From an optimization exercise on the open Yosys and OpenROAD flow, aimed at a short achievable clock period and few clock cycles; shortcuts taken in it are not production practice. Only simulation tests tie the RTL to the original design; equivalence was not proved. Power is estimated from default activity; no workload was simulated.

File: flow/design.v
package chip8_pkg;
  localparam int ADDR_W = 16;
  localparam int DATA_W = 8;
  localparam int REG_IDX_W = 4;
  typedef logic [ADDR_W-1:0] addr_t;
  typedef logic [DATA_W-1:0] byte_t;
  typedef logic [REG_IDX_W-1:0] reg_idx_t;
  localparam addr_t PC_RESET = 16'h0200;
  localparam int STACK_DEPTH = 8;
  localparam int FONT_STRIDE = 5;  
  localparam reg_idx_t VF_IDX = 4'hF;
  typedef enum logic [2:0] {
    FETCH,
    WAIT_IR,
    EXEC,
    XFER,
    KEYWAIT,
    HALT
  } state_e;
  typedef enum logic [3:0] {
    SYS, JP, CALL, SE_IMM, SNE_IMM, SE_REG, LD_IMM, ADD_IMM,
    ALU, SNE_REG, LD_I, JP_V0, RND, DRW, SKEY, MISC
  } opcode_e;
  typedef enum logic [1:0] {
    FETCH_IR,
    STORE_REGS,
    LOAD_REGS,
    STORE_BCD
  } xfer_e;
  function automatic byte_t bcd_digit(input byte_t value, input logic [1:0] pos);
    byte_t digit;
    case (pos)
      2'd0: digit = value / 8'd100;
      2'd1: digit = (value / 8'd10) % 8'd10;
      default: digit = value % 8'd10;
    endcase
    bcd_digit = digit;
  endfunction
endpackage
module chip8_keypad (
  input  logic                clk,
  input  logic                rst_i,
  input  logic [15:0]         key_matrix_i,
  output logic                release_o,
  output chip8_pkg::reg_idx_t key_idx_o
);
  logic any_down_q;
  always_ff @(posedge clk)
  begin
    if (rst_i)
    begin
      any_down_q <= 1'b0;
      release_o <= 1'b0;
    end
    else
    begin
      any_down_q <= |key_matrix_i;
      release_o <= any_down_q && (key_matrix_i == '0);  
    end
  end
  always_ff @(posedge clk)
  begin
    for (int k = 0; k < 16; k++)
    begin
      if (key_matrix_i[k])
        key_idx_o <= chip8_pkg::reg_idx_t'(k);
    end
  end
endmodule
module chip8_dsel (
  input  logic [7:0]  lo,          
  input  logic [3:0]  hi_x,        
  input  logic        d_act,       
  input  logic        h_se,
  input  logic        h_sne,
  input  logic        h_key,
  input  logic        h_f,
  input  logic        jmp,         
  input  logic [7:0]  d_vx,
  input  logic        d_keyhit,
  input  logic        pred_en,     
  input  logic [15:0] a_early,     
  input  logic [15:0] i_val,
  input  logic [15:0] addr_inc2,
  input  logic [15:0] stack_top,
  output logic [15:0] addr_next,
  output logic        skip,
  output logic        xfer,
  output logic        pred
);
  logic lo_cond;
  assign skip = d_act && ((h_se && d_vx == lo) || (h_sne && d_vx != lo) ||
                          (h_key && ((lo == 8'h9E && d_keyhit) || (lo == 8'hA1 && !d_keyhit))));
  assign xfer = d_act && h_f && (lo == 8'h55 || lo == 8'h33 || lo == 8'h65 || lo == 8'h0A);
  assign pred = pred_en && (lo == 8'h00);
  assign lo_cond = skip || xfer;    
  always_comb
    if (lo_cond)
      addr_next = h_f ? i_val : addr_inc2;
    else if (pred)
      addr_next = stack_top;
    else if (jmp)
      addr_next = {hi_x, lo};
    else
      addr_next = a_early;
endmodule
module chip8_top (
  input  logic             clk,
  input  logic             rst_i,
  input  logic             vsync_i,
  input  logic [15:0]      key_matrix_i,
  input  chip8_pkg::byte_t ram_dout_i,
  output chip8_pkg::addr_t ram_addr_o,
  output chip8_pkg::byte_t ram_din_o,
  output logic             ram_we_o,
  output logic             beep_o,
  output logic             halted_o
);
  logic [15:0] addr_q;         
  logic [15:0] addr_o_q;
  logic [15:0] addr_n_q;
  logic        run_q;
  logic        we_q;
  logic [7:0]  din_q;
  logic        i_hi_q;         
  logic        i_lo_q;         
  logic        i_ld_q;         
  logic        r_hi_q;
  logic        r_lo_q;         
  logic        r_ld_q;
  logic        m_st_q;         
  logic        m_bcd_q;        
  logic        m_ld_q;         
  logic        m_key_q;        
  logic        halted_q;
  logic [15:0] cnt_1h_q;       
  logic [15:0] ld_1h_q;        
  logic [15:0] ret_q;          
  logic [15:0] ret1_q;         
  logic        conf_q;         
  logic [6:0]  bcd_r_q;        
  logic [3:0]  bcd_o_q;        
  logic [15:0] hi_addr_q;      
  logic [15:0] lo_addr_q;      
  logic [15:0] seq2_q;         
  logic [1:0]  btb_v_q;
  logic [15:0] btb_tag_q [0:1];
  logic [11:0] btb_tgt_q [0:1];
  logic        btb_ptr_q;
  logic        bp_q;           
  logic [11:0] bpt_q;          
  logic        ex_bp_q;        
  logic        fix_q;
  logic [15:0] fix_tgt_q;
  logic [11:0] ex_bpt_q;
  logic [7:0]  hi_q;
  logic [15:0] h_x1h_q;        
  logic        h_op0_q;        
  logic        h_pred_q;       
  logic        h_jmp_q;        
  logic        h_call_q;       
  logic        h_se_q;         
  logic        h_sne_q;        
  logic        h_key_q;        
  logic        h_b_q;          
  logic        h_f_q;          
  logic [11:0] ex_nnn_q;
  logic [7:0]  ex_kk_q;
  logic [3:0]  ex_x_q;
  logic [15:0] ex_x1h_q;
  logic [7:0]  ex_vx_q;
  logic [7:0]  ex_vy_q;
  logic        ex_r_kk_q;      
  logic        ex_r_addk_q;    
  logic        ex_r_mov_q;     
  logic        ex_r_or_q;
  logic        ex_r_and_q;
  logic        ex_r_xor_q;
  logic        ex_r_add_q;     
  logic        ex_r_sub_q;     
  logic        ex_r_shr_q;     
  logic        ex_r_subn_q;    
  logic        ex_r_shl_q;     
  logic        ex_r_dt_q;      
  logic        ex_i_nnn_q;     
  logic        ex_i_add_q;     
  logic        ex_i_font_q;    
  logic        ex_i_step_q;    
  logic        ex_dt_q;        
  logic        ex_st_q;        
  logic        ex_seq_q;       
  logic        ex_sne_q;       
  logic        ex_b_q;         
  logic [7:0]  v_q [0:15];
  logic [15:0] i_q;
  logic [7:0]  dt_q;
  logic [7:0]  st_q;
  logic        vsync_q;
  logic        beep_q;
  logic [15:0] stack_q [0:7];
  logic [2:0]  sp_q;
  logic [15:0] key_q;
  logic        key_release;
  logic [3:0]  key_idx;
  chip8_keypad u_keypad (
    .clk          (clk),
    .rst_i        (rst_i),
    .key_matrix_i (key_matrix_i),
    .release_o    (key_release),
    .key_idx_o    (key_idx)
  );
  logic [127:0] v_flat;
  always_comb
    for (int k = 0; k < 16; k++)
      v_flat[8*k +: 8] = v_q[k];
  assign addr_q = ~addr_n_q;
  assign ram_addr_o = addr_o_q;
  assign ram_we_o = we_q;
  assign ram_din_o = din_q;
  assign halted_o = halted_q;
  assign beep_o = beep_q;
  function automatic logic [7:0] vsel(input logic [15:0] sel, input logic [127:0] v);
    logic [7:0] r;
    r = '0;
    for (int k = 0; k < 16; k++)
      r = r | (v[8*k +: 8] & {8{sel[k]}});
    vsel = r;
  endfunction
  function automatic logic [8:0] add8(input logic [7:0] a, input logic [7:0] b, input logic cin);
    logic [7:0] p;
    logic [7:0] gg;
    logic [7:0] pp;
    logic [8:0] c;
    p = a ^ b;
    gg = a & b;
    gg[0] = gg[0] | (p[0] & cin);
    pp = p;
    pp[0] = 1'b0;
    for (int d = 1; d < 8; d = d * 2)
      for (int i = 7; i >= d; i--)
      begin
        gg[i] = gg[i] | (pp[i] & gg[i-d]);
        pp[i] = pp[i] & pp[i-d];
      end
    c = {gg, cin};
    add8 = {c[8], p ^ c[7:0]};
  endfunction
  function automatic logic [15:0] add16(input logic [15:0] a, input logic [15:0] b, input logic cin);
    logic [15:0] p;
    logic [15:0] gg;
    logic [15:0] pp;
    logic [16:0] c;
    p = a ^ b;
    gg = a & b;
    gg[0] = gg[0] | (p[0] & cin);
    pp = p;
    pp[0] = 1'b0;
    for (int d = 1; d < 16; d = d * 2)
      for (int i = 15; i >= d; i--)
      begin
        gg[i] = gg[i] | (pp[i] & gg[i-d]);
        pp[i] = pp[i] & pp[i-d];
      end
    c = {gg, cin};
    add16 = p ^ c[15:0];
  endfunction
  function automatic logic [15:0] onehot(input logic [3:0] idx);
    onehot = 16'd1 << idx;
  endfunction
  logic [7:0] lo;
  logic       d_act;
  logic       d_replay;
  logic [7:0] d_vx;
  logic       d_keyhit;
  logic       d_ill;
  logic       d_skip;
  logic       lo_55, lo_33, lo_65, lo_0a;
  logic       d_store;         
  logic       d_load;
  logic       d_kwait;
  logic [2:0] sp_m1;
  logic [15:0] stack_top;
  assign lo = ram_dout_i;
  assign d_act = r_lo_q && (!bp_q || h_jmp_q);
  assign d_replay = r_lo_q && bp_q && !h_jmp_q;
  assign d_vx = vsel(h_x1h_q, v_flat);
  assign d_keyhit = key_q[d_vx[3:0]];
  assign sp_m1 = sp_q - 3'd1;
  assign stack_top = stack_q[sp_m1];
  assign lo_55 = (lo == 8'h55);
  assign lo_33 = (lo == 8'h33);
  assign lo_65 = (lo == 8'h65);
  assign lo_0a = (lo == 8'h0A);
  assign d_store = d_act && h_f_q && (lo_55 || lo_33);
  assign d_load = d_act && h_f_q && lo_65;
  assign d_kwait = d_act && h_f_q && lo_0a;
  always_comb
  begin
    d_ill = 1'b0;
    case (hi_q[7:4])
      4'h0: d_ill = !(h_op0_q && lo == 8'hEE);
      4'h5, 4'h9: d_ill = (lo[3:0] != 4'h0);
      4'h8: d_ill = (lo[3:0] > 4'h7) && (lo[3:0] != 4'hE);
      4'hC, 4'hD: d_ill = 1'b1;
      4'hE: d_ill = !(lo == 8'h9E || lo == 8'hA1);
      4'hF:
        case (lo)
          8'h07, 8'h0A, 8'h15, 8'h18, 8'h1E, 8'h29, 8'h33, 8'h55, 8'h65: d_ill = 1'b0;
          default: d_ill = 1'b1;
        endcase
      default: ;
    endcase
  end
  assign d_skip = (h_se_q && d_vx == lo) || (h_sne_q && d_vx != lo) ||
                  (h_key_q && ((lo == 8'h9E && d_keyhit) || (lo == 8'hA1 && !d_keyhit)));
  function automatic logic [1:0] hundreds(input logic [7:0] v);
    hundreds = (v >= 8'd200) ? 2'd2 : (v >= 8'd100) ? 2'd1 : 2'd0;
  endfunction
  function automatic logic [3:0] tens(input logic [6:0] r);
    logic [3:0] t;
    t = 4'd0;
    for (int k = 1; k < 10; k++)
      if (r >= 7'(10 * k))
        t = 4'(k);
    tens = t;
  endfunction
  logic [3:0] bcd_t;
  logic [3:0] bcd_o;
  assign bcd_t = tens(bcd_r_q);
  assign bcd_o = 4'(bcd_r_q[3:0] - 4'(bcd_t * 4'd10));
  logic [8:0] e_sum;
  logic [8:0] e_sub;
  logic [8:0] e_subn;
  logic [8:0] e_addk;
  logic [7:0] e_res;
  logic       e_flag;
  logic       e_skip;
  assign e_sum = add8(ex_vx_q, ex_vy_q, 1'b0);
  assign e_sub = add8(ex_vx_q, ~ex_vy_q, 1'b1);
  assign e_subn = add8(ex_vy_q, ~ex_vx_q, 1'b1);
  assign e_addk = add8(ex_vx_q, ex_kk_q, 1'b0);
  assign e_skip = (ex_seq_q && ex_vx_q == ex_vy_q) || (ex_sne_q && ex_vx_q != ex_vy_q);
  assign e_res = ({8{ex_r_kk_q}} & ex_kk_q)
               | ({8{ex_r_addk_q}} & e_addk[7:0])
               | ({8{ex_r_mov_q}} & ex_vy_q)
               | ({8{ex_r_or_q}} & (ex_vx_q | ex_vy_q))
               | ({8{ex_r_and_q}} & (ex_vx_q & ex_vy_q))
               | ({8{ex_r_xor_q}} & (ex_vx_q ^ ex_vy_q))
               | ({8{ex_r_add_q}} & e_sum[7:0])
               | ({8{ex_r_sub_q}} & e_sub[7:0])
               | ({8{ex_r_shr_q}} & {1'b0, ex_vx_q[7:1]})
               | ({8{ex_r_subn_q}} & e_subn[7:0])
               | ({8{ex_r_shl_q}} & {ex_vx_q[6:0], 1'b0})
               | ({8{ex_r_dt_q}} & dt_q);
  assign e_flag = (ex_r_add_q && e_sum[8]) || (ex_r_sub_q && e_sub[8]) ||
                  (ex_r_shr_q && ex_vx_q[0]) || (ex_r_subn_q && e_subn[8]) ||
                  (ex_r_shl_q && ex_vx_q[7]);
  logic        m_fetch;
  logic        m_xfer;         
  logic        xfer_last;      
  logic        resume_hi;      
  logic        key_go;         
  logic [15:0] addr_inc;
  logic [15:0] addr_inc2;
  logic [15:0] cnt_1h_next;
  logic [15:0] b_target;
  logic        s_halt;         
  logic        s_ret;          
  logic        s_jmp;          
  logic        s_b;            
  logic        s_skip;         
  logic        s_xfer;         
  logic        s_pred;          
  logic        s_bt;           
  logic        s_redir;        
  logic        s_seq;          
  assign m_xfer = m_st_q || m_bcd_q || m_ld_q;
  assign m_fetch = !(m_xfer || m_key_q || !run_q);
  assign addr_inc = add16(addr_q, 16'd0, 1'b1);
  assign addr_inc2 = add16(addr_q, 16'd1, 1'b1);
  assign xfer_last = (m_st_q || m_ld_q) ? |(cnt_1h_q & ex_x1h_q) : cnt_1h_q[2];
  assign resume_hi = !m_ld_q && (conf_q || (addr_q == ret_q));
  assign cnt_1h_next = {cnt_1h_q[14:0], 1'b0};
  assign b_target = add16(16'(ex_nnn_q), 16'(v_q[0]), 1'b0);
  assign key_go = m_key_q && key_release;
  assign s_halt = d_act && d_ill;
  assign s_ret = d_act && h_op0_q && !h_pred_q;
  assign s_jmp = d_act && h_jmp_q && !bp_q;
  assign s_b = d_act && h_b_q;
  assign s_bt = ex_b_q;
  assign s_redir = s_ret || s_jmp || s_skip || s_bt || d_replay || e_mis || fix_q;
  logic        btb_hit0;
  logic        btb_hit1;
  logic        s_bp;
  logic        e_mis;
  assign btb_hit0 = btb_v_q[0] && (addr_q == btb_tag_q[0]);
  assign btb_hit1 = btb_v_q[1] && (addr_q == btb_tag_q[1]);
  assign s_bp = i_lo_q && (btb_hit0 || btb_hit1);
  assign e_mis = ex_bp_q && (ex_nnn_q != ex_bpt_q);
  logic [15:0] a_early;
  logic [15:0] addr_next;
  always_comb
    if (m_xfer)
      a_early = !xfer_last ? addr_inc : resume_hi ? ret_q : ret1_q;
    else if (m_key_q)
      a_early = ret1_q;
    else if (s_ret)
      a_early = stack_top;
    else if (s_bt)
      a_early = b_target;
    else if (d_replay)
      a_early = hi_addr_q;
    else if (fix_q)
      a_early = fix_tgt_q;
    else if (e_mis)
      a_early = {4'h0, ex_nnn_q};
    else if (s_bp)
      a_early = {4'h0, btb_hit0 ? btb_tgt_q[0] : btb_tgt_q[1]};
    else
      a_early = addr_inc;
  chip8_dsel u_dsel (
    .lo        (lo),
    .hi_x      (hi_q[3:0]),
    .d_act     (d_act),
    .h_se      (h_se_q),
    .h_sne     (h_sne_q),
    .h_key     (h_key_q),
    .h_f       (h_f_q),
    .jmp       (s_jmp),
    .d_vx      (d_vx),
    .d_keyhit  (d_keyhit),
    .pred_en   (r_hi_q && m_fetch),
    .a_early   (a_early),
    .i_val     (i_q),
    .addr_inc2 (addr_inc2),
    .stack_top (stack_top),
    .addr_next (addr_next),
    .skip      (s_skip),
    .xfer      (s_xfer),
    .pred      (s_pred)
  );
  assign s_seq = !(s_redir || s_b || s_xfer);
  always_ff @(posedge clk)
  begin
    if (rst_i)
    begin
      we_q <= 1'b0;
      i_hi_q <= 1'b1;
      i_lo_q <= 1'b0;
      i_ld_q <= 1'b0;
      r_hi_q <= 1'b0;
      r_lo_q <= 1'b0;
      r_ld_q <= 1'b0;
      m_st_q <= 1'b0;
      m_bcd_q <= 1'b0;
      m_ld_q <= 1'b0;
      m_key_q <= 1'b0;
      halted_q <= 1'b0;
      run_q <= 1'b1;
      sp_q <= '0;
      fix_q <= 1'b0;
    end
    else if (m_fetch)
    begin
      i_hi_q <= s_redir || (s_seq && !i_hi_q);
      i_lo_q <= s_seq && i_hi_q;
      i_ld_q <= s_xfer && lo_65;
      r_hi_q <= i_hi_q && !(s_redir || s_b);
      r_lo_q <= i_lo_q && !e_skip && !e_mis;    
      r_ld_q <= 1'b0;
      we_q <= s_xfer && (lo_55 || lo_33);
      m_st_q <= s_xfer && lo_55;
      m_bcd_q <= s_xfer && lo_33;
      m_ld_q <= s_xfer && lo_65;
      m_key_q <= s_xfer && lo_0a;
      halted_q <= s_halt;
      run_q <= !s_halt;
      fix_q <= (e_skip || e_mis) && (s_pred || s_bp);
      if (s_ret || (d_act && h_op0_q))
        sp_q <= sp_m1;
      else if (d_act && h_call_q)
        sp_q <= sp_q + 3'd1;
    end
    else if (m_xfer)
    begin
      i_hi_q <= xfer_last && resume_hi;
      i_lo_q <= xfer_last && !resume_hi;
      i_ld_q <= m_ld_q && !xfer_last;
      r_hi_q <= 1'b0;
      r_lo_q <= 1'b0;
      r_ld_q <= i_ld_q;
      if (xfer_last)
      begin
        we_q <= 1'b0;
        m_st_q <= 1'b0;
        m_bcd_q <= 1'b0;
        m_ld_q <= 1'b0;
      end
    end
    else if (m_key_q)
    begin
      i_hi_q <= 1'b0;
      i_lo_q <= key_go;
      r_hi_q <= 1'b0;
      r_lo_q <= 1'b0;
      r_ld_q <= 1'b0;
      if (key_go)
        m_key_q <= 1'b0;
    end
    else
    begin
      i_hi_q <= 1'b0;
      i_lo_q <= 1'b0;
      r_hi_q <= 1'b0;
      r_lo_q <= 1'b0;
      r_ld_q <= 1'b0;
    end
  end
  always_ff @(posedge clk)
  begin
    if (rst_i || d_replay || e_mis)
    begin
      btb_v_q <= 2'b00;
      btb_ptr_q <= 1'b0;
    end
    else if (s_jmp)
    begin
      btb_v_q[btb_ptr_q] <= 1'b1;
      btb_ptr_q <= !btb_ptr_q;
    end
    if (s_jmp)
    begin
      btb_tag_q[btb_ptr_q] <= lo_addr_q;
      btb_tgt_q[btb_ptr_q] <= {hi_q[3:0], lo};
    end
  end
  always_ff @(posedge clk)
    if (rst_i)
    begin
      addr_o_q <= 16'h0200;
      addr_n_q <= ~16'h0200;
    end
    else
    begin
      addr_o_q <= addr_next;
      addr_n_q <= ~addr_next;
    end
  always_ff @(posedge clk)
  begin
    ex_vy_q <= v_q[lo[7:4]];      
    if (r_hi_q)
    begin
      hi_q <= ram_dout_i;
      h_x1h_q <= onehot(ram_dout_i[3:0]);
      h_op0_q <= (ram_dout_i == 8'h00);
      h_pred_q <= s_pred;
      h_jmp_q <= (ram_dout_i[7:4] == 4'h1) || (ram_dout_i[7:4] == 4'h2);
      h_call_q <= (ram_dout_i[7:4] == 4'h2);
      h_se_q <= (ram_dout_i[7:4] == 4'h3);
      h_sne_q <= (ram_dout_i[7:4] == 4'h4);
      h_key_q <= (ram_dout_i[7:4] == 4'hE);
      h_b_q <= (ram_dout_i[7:4] == 4'hB);
      h_f_q <= (ram_dout_i[7:4] == 4'hF);
    end
    if (d_act)
    begin
      ret_q <= addr_q;
      ret1_q <= addr_inc;
      bcd_r_q <= 7'(d_vx - 8'd100 * 8'(hundreds(d_vx)));
      ex_nnn_q <= {hi_q[3:0], lo};
      ex_kk_q <= lo;
      ex_x_q <= hi_q[3:0];
      ex_x1h_q <= h_x1h_q;
      ex_vx_q <= d_vx;
    end
    if (d_act && h_call_q)
      stack_q[sp_q] <= seq2_q;    
    ex_r_kk_q <= 1'b0;
    ex_r_addk_q <= 1'b0;
    ex_r_mov_q <= 1'b0;
    ex_r_or_q <= 1'b0;
    ex_r_and_q <= 1'b0;
    ex_r_xor_q <= 1'b0;
    ex_r_add_q <= 1'b0;
    ex_r_sub_q <= 1'b0;
    ex_r_shr_q <= 1'b0;
    ex_r_subn_q <= 1'b0;
    ex_r_shl_q <= 1'b0;
    ex_r_dt_q <= 1'b0;
    ex_i_nnn_q <= 1'b0;
    ex_i_add_q <= 1'b0;
    ex_i_font_q <= 1'b0;
    ex_i_step_q <= 1'b0;
    ex_dt_q <= 1'b0;
    ex_st_q <= 1'b0;
    ex_seq_q <= 1'b0;
    ex_sne_q <= 1'b0;
    ex_b_q <= 1'b0;
    ex_bp_q <= 1'b0;
    ex_bpt_q <= bpt_q;
    bp_q <= m_fetch && s_bp && !s_pred;
    fix_tgt_q <= e_mis ? {4'h0, ex_nnn_q} : addr_inc;
    bpt_q <= btb_hit0 ? btb_tgt_q[0] : btb_tgt_q[1];
    if (i_hi_q)
      hi_addr_q <= addr_q;
    if (i_lo_q)
    begin
      lo_addr_q <= addr_q;
      seq2_q <= addr_inc;
    end
    if (d_act && run_q && !rst_i)
      case (hi_q[7:4])
        4'h5: ex_seq_q <= (lo[3:0] == 4'h0);
        4'h6: ex_r_kk_q <= 1'b1;
        4'h7: ex_r_addk_q <= 1'b1;
        4'h8:
          case (lo[3:0])
            4'h0: ex_r_mov_q <= 1'b1;
            4'h1: ex_r_or_q <= 1'b1;
            4'h2: ex_r_and_q <= 1'b1;
            4'h3: ex_r_xor_q <= 1'b1;
            4'h4: ex_r_add_q <= 1'b1;
            4'h5: ex_r_sub_q <= 1'b1;
            4'h6: ex_r_shr_q <= 1'b1;
            4'h7: ex_r_subn_q <= 1'b1;
            4'hE: ex_r_shl_q <= 1'b1;
            default: ;
          endcase
        4'h9: ex_sne_q <= (lo[3:0] == 4'h0);
        4'hA: ex_i_nnn_q <= 1'b1;
        4'h1, 4'h2: ex_bp_q <= bp_q;
        4'hB: ex_b_q <= 1'b1;
        4'hF:
          case (lo)
            8'h07: ex_r_dt_q <= 1'b1;
            8'h15: ex_dt_q <= 1'b1;
            8'h18: ex_st_q <= 1'b1;
            8'h1E: ex_i_add_q <= 1'b1;
            8'h29: ex_i_font_q <= 1'b1;
            8'h55, 8'h65: ex_i_step_q <= 1'b1;
            default: ;
          endcase
        default: ;
      endcase
    conf_q <= d_act ? 1'b0 : (conf_q || ((m_st_q || m_bcd_q) && addr_q == ret_q));
    cnt_1h_q <= d_act ? 16'd1 : cnt_1h_next;
    ld_1h_q <= cnt_1h_q;
    bcd_o_q <= bcd_o;
    if (d_act)
      din_q <= (h_f_q && lo_33) ? {6'd0, hundreds(d_vx)} : v_q[0];
    else if (m_bcd_q)
      din_q <= cnt_1h_q[0] ? {4'd0, bcd_t} : {4'd0, bcd_o_q};
    else
      din_q <= vsel(cnt_1h_next, v_flat);
  end
  logic        ex_wen;
  logic        ex_vf;
  logic        tick;
  logic [7:0]  st_next;
  logic        key_wr;
  assign ex_wen = ex_r_kk_q || ex_r_addk_q || ex_r_mov_q || ex_r_or_q || ex_r_and_q ||
                  ex_r_xor_q || ex_r_add_q || ex_r_sub_q || ex_r_shr_q || ex_r_subn_q ||
                  ex_r_shl_q || ex_r_dt_q;
  assign ex_vf = ex_r_add_q || ex_r_sub_q || ex_r_shr_q || ex_r_subn_q || ex_r_shl_q;
  assign key_wr = m_key_q && key_release;
  assign tick = vsync_i && !vsync_q;
  always_comb
  begin
    st_next = st_q;
    if (ex_st_q)
      st_next = ex_vx_q;
    else if (tick && st_q != 8'd0)
      st_next = st_q - 8'd1;
  end
  always_ff @(posedge clk)
  begin
    if (rst_i)
    begin
      for (int k = 0; k < 16; k++)
        v_q[k] <= '0;
      i_q <= '0;
      dt_q <= '0;
      st_q <= '0;
      vsync_q <= 1'b0;
      beep_q <= 1'b0;
    end
    else
    begin
      vsync_q <= vsync_i;
      for (int k = 0; k < 16; k++)
        if (r_ld_q && ld_1h_q[k])
          v_q[k] <= ram_dout_i;
        else if (k == 15 && ex_vf)
          v_q[k] <= {7'd0, e_flag};
        else if (ex_wen && ex_x1h_q[k])
          v_q[k] <= e_res;
        else if (key_wr && ex_x1h_q[k])
          v_q[k] <= {4'h0, key_idx};
      if (ex_i_nnn_q)
        i_q <= {4'h0, ex_nnn_q};
      else if (ex_i_add_q)
        i_q <= add16(i_q, 16'(ex_vx_q), 1'b0);
      else if (ex_i_font_q)
        i_q <= add16(16'(ex_vx_q), {6'd0, ex_vx_q, 2'b00}, 1'b0);
      else if (ex_i_step_q)
        i_q <= add16(i_q, 16'(ex_x_q), 1'b1);
      if (ex_dt_q)
        dt_q <= ex_vx_q;
      else if (tick && dt_q != 8'd0)
        dt_q <= dt_q - 8'd1;
      st_q <= st_next;
      beep_q <= ex_st_q ? (ex_vx_q != 8'd0) : tick ? (st_q > 8'd1) : (st_q != 8'd0);
    end
  end
  always_ff @(posedge clk)
    key_q <= key_matrix_i;
endmodule
File: flow/flow/run.sh
#!/bin/bash
# Standard layout, with the setup repair aiming further below the clock period.
export SETUP_SLACK_MARGIN=7.5
bash standard.sh > standard.log 2>&1
File: flow/standard.sh
#!/bin/bash
# synth_recipe.tcl (not shown) runs the flow's synth.tcl, then flattens the netlist and writes it again
# the make line also repeats each setting of config.mk as NAME=value (left out here)
make -C /OpenROAD-flow-scripts/flow DESIGN_CONFIG=/design/flow/config.mk WORK_HOME=/design/flow/orfs CLKGATE_MAP_FILE= SYNTH_SCRIPT=/design/flow/synth_recipe.tcl "${@:-finish}"
File: flow/config.mk
export PLATFORM = sky130hd
export DESIGN_NAME = chip8_top
export DESIGN_NICKNAME = chip8_top
export VERILOG_FILES = /design/flow/design.v
export SDC_FILE = /design/flow/constraint.sdc
export NUM_CORES = 4
export LEC_CHECK = 0
export ABC_AREA = 1
export ABC_CLOCK_PERIOD_IN_PS = 10
export CAP_MARGIN = 20
export CORE_MARGIN = 2
export CORE_UTILIZATION = 30
export PLACE_DENSITY = 0.4
export SLEW_MARGIN = 20
File: flow/constraint.sdc
create_clock -name core_clock -period 10.0 [get_ports {clk}]
set_input_delay 2.0000 -clock core_clock [delete_from_list [all_inputs] [get_ports {clk}]]
set_output_delay 2.0000 -clock core_clock [all_outputs]
set_load 0.01 [all_outputs]
==> run summary <==
==> area by class of cell <==
class	instances	area, µm²	share of cell area (%)
multi-input cells	3158	19400	39.3
clock inverters	34	340	0.689
clock buffers	123	2500	5.05
flip-flops and latches	690	17300	35.1
well taps	1536	1920	3.89
inverters	479	2160	4.37
repair buffers	560	5780	11.7
==> path summary, 6_finish.rpt <==
check           startpoint      endpoint  slack, ns  depth (start not counted)
min reg2reg       bpt_q[5]   ex_bpt_q[5]       0.33                          0
max          ram_dout_i[4]  addr_o_q[12]       6.80                         15
max reg2reg     h_x1h_q[6]    bcd_r_q[6]       6.86                         19
min               bpt_q[5]   ex_bpt_q[5]       0.33                          0
==> worst max-delay path: stages <==
cell and delay [ns]:
buf_12 0.10, buf_12 0.14, nor2_4 0.10, inv_2 0.05, nor2_4 0.16, clkinv_4 0.09, nor3_4 0.32, nand3_4 0.18
inv_8 0.12, nor2_4 0.06, a21boi_2 0.18, nand2_1 0.09, nand3_2 0.07, nand3_2 0.07, inv_2 0.03
==> report_power, final <==
part	total, mW	internal, mW	switching, mW
clock	3.18	1.87	1.31
sequential	3.45	3.21	0.248
combinational	1.60	0.580	1.01
==> layout by cell type, fill, tap and decap left out, drive strengths merged, types with 4 or more instances in the layout <==
master,n
o31ai,5
nand2,1355
or2,9
nor4,9
a2111oi,13
xnor2,28
a211oi,23
nand3b,8
edfxtp,338
clkinvlp,22
xor2,57
o21bai,7
clkinv,55
o311ai,4
a21oi,168
o2111ai,30
inv,429
ha,78
a31oi,149
buf,541
nand3,167
nor2,465
o21ai,257
o22ai,50
o21a,5
nor3,37
bufbuf,9
a221oi,26
clkbuf,126
bufinv,7
nand4,54
dfxtp,352
o211ai,92
o221ai,16
a22o,10
fa,10
==> metrics by stage <==
step	setup slack [ns]	power, mW
detailed placement	5.03	4.74
CTS	6.79	8.20
finish	6.80	8.23
global placement	5.11	4.75
floorplan	6.58	4.22
global route	6.73	8.55
==> cell families (layout without fill, tap and decap cells) <==
group / Yosys count / in the layout / synth area share [%]
simple gates: 2107 / 2114 / 24.1
compound gates: 869 / 869 / 15.1
flops: 690 / 690 / 48.1
buf+inv: 641 / 1196 / 7.23
fa+ha+maj: 88 / 88 / 3.29
xor+xnor: 85 / 85 / 2.08
mux: 2 / 2 / 0.0560
==> layer usage <==
layer  global-route usage, %  wire, µm  up-vias
met5                       0        15        -
met4                    14.8     11300        2
met3                    3.87      9680      413
met2                    46.4     82400     1326
met1                    36.3     74200    16900
li1                        -         -    16200
==> timing repair <==
action                                  in CTS  in global routing
endpoints found under the setup margin     553                296
resized for setup                          950                350
cloned                                      20                  2
pin swaps                                  228                205
setup buffers                              331                105
==> registers in the layout (all words and copies together) (netlist names), 24 cells and up <==
name       flops
stack_q      128
btb_tag_q     32
btb_tgt_q     24
v_q          128
==> results_dict.tcl <==
set metrics [dict create \
    grt_usage_pct 28.3 \
    antennaDiodeCount 0 \
    core_area_mm2 0.118 \
    yosys_warnings 4 \
    p_per_area_mw_per_mm2 167 \
    whs_ns 0.325 \
    rsz0062_at_grt "true" \
    crit_path_end_kind "flop" \
    initial_utilization_pct 30.3 \
    syn_inst 4482 \
    cts_buffers 84 \
    netlist_top_cells_count "nand2_1 (1340), nor2_1 (437), inv_1 (416)" \
    synth_area_per_cell_um2 7.98 \
    fin_cells 6580 \
    clkLatencyLatePin_ns 0.68 \
    async_flop_share_pct 0 \
    cp.arrival_ns 3.78 \
    routabilityCongestion 0.957 \
    io_pins 54 \
    die_h_um 349 \
    ys_ff_latch 690 \
    layout_min_cycle_time_ns 3.20 \
    cts_tree "yes" \
    synthDistinctLibCells 70 \
    hold_viol_final 0 \
    num-nets-final 5088 \
    grt_max_degree 78 \
    placed_area_mm2 0.0385 \
    clkTransAtPathRegs_ns 0.06 \
    critical_path_required_ns 10.57 \
    drt_first_pass_iters 6 \
    maxCapViolCount 0 \
    synth_nets 4597 \
    grt_pass1_wl_um 249000 \
    drt-initial-drc-count 3025 \
    vias 34900 \
    cts_root_buffer "clkbuf_16" \
    wl_um 178000 \
    finish.utilization_pct 41.9 \
    grt_pass1_vias 33100 \
    die_w_um 349 \
    portBuffers 53 \
    fin_crit_sh_pct 32.0 \
    viasPerCell 5.30 \
    path_class "input port to flop" \
    relSlewSlack_pct 21.2 \
    antenna_found_initial 4 \
    drive_above_1_share_pct 29.3 \
    dp.cells 5965 \
    setup_tns_ns 0 \
    synth.top_cell.area_share_pct 28.4 \
    synthFlopType "dfxtp_1" \
    worst_ir_drop_vdd_v 0.000116 \
    start_kind "input port" \
    final_area_mm2 0.0494 \
    die_area_mm2 0.122 \
    hold_class "flop to flop" \
    area_growth_pct 38.2 \
    fillerInstances 11700 \
    outcome "timing/DRC/antenna clean" \
    row_count 126 \
    cts_sinks 690 \
    synthMostInstantiatedCell "nand2_1" \
    drc 0 \
    netlist_area_mm2 0.0358 \
    antenna_left 0 \
    setup_viol 0 \
    crit_path_max_fanout 7 \
    tightestPinTransition_ns 1.18 \
    grt_overflow 0 \
    ys_seq_area_share_pct 48.1 \
    skew_ns 0.0277 \
    wl_per_cell_um 27.0 \
    fmax_mhz 312 \
    slew_viol_final 0 \
    hpwl_um 116000 \
    p_leak_nw 19.2 \
    ctsHtreeMaxLevel 3 \
    synth-edff-count 338 \
    cts_buffer_depth 3 \
    synth_top_area_cell "edfxtp_1" \
    ys_top_cells_by_area "edfxtp_1 (28%), dfxtp_1 (20%), nand2_1 (14%)" \
    cts_hold_buf 0 \
]
Testbench counts, summed over its fixed seeds: cycles 204,337.

-- static timing again, ports no longer ideal --
How much do the figures lean on ideal ports? The routed layout below was timed once more, with nothing changed but the port constraints.
Step 1 sets driving cells, clkbuf_16 on the clock port and buf_2 on the other inputs (assumed; they add their load-dependent delay and slew).
Step 2, shift: input delay + t, output delay - t, t = (earliest + latest rising clock arrival at the registers) / 2. This alone moves slack from input paths to output paths.
Slacks: ideal ports / drivers / drivers and shift; pairs: ideal ports / drivers.
t (ns): 0.738
setup WS [ns]: 6.796 / 6.754 / 6.077
worst register clock-pin slew, ns: 0.06 / 0.06
After both steps setup and hold are still met in this run. For this run, drivers alone change the setup slack by -0.042 ns; drivers and shift together by -0.719 ns.
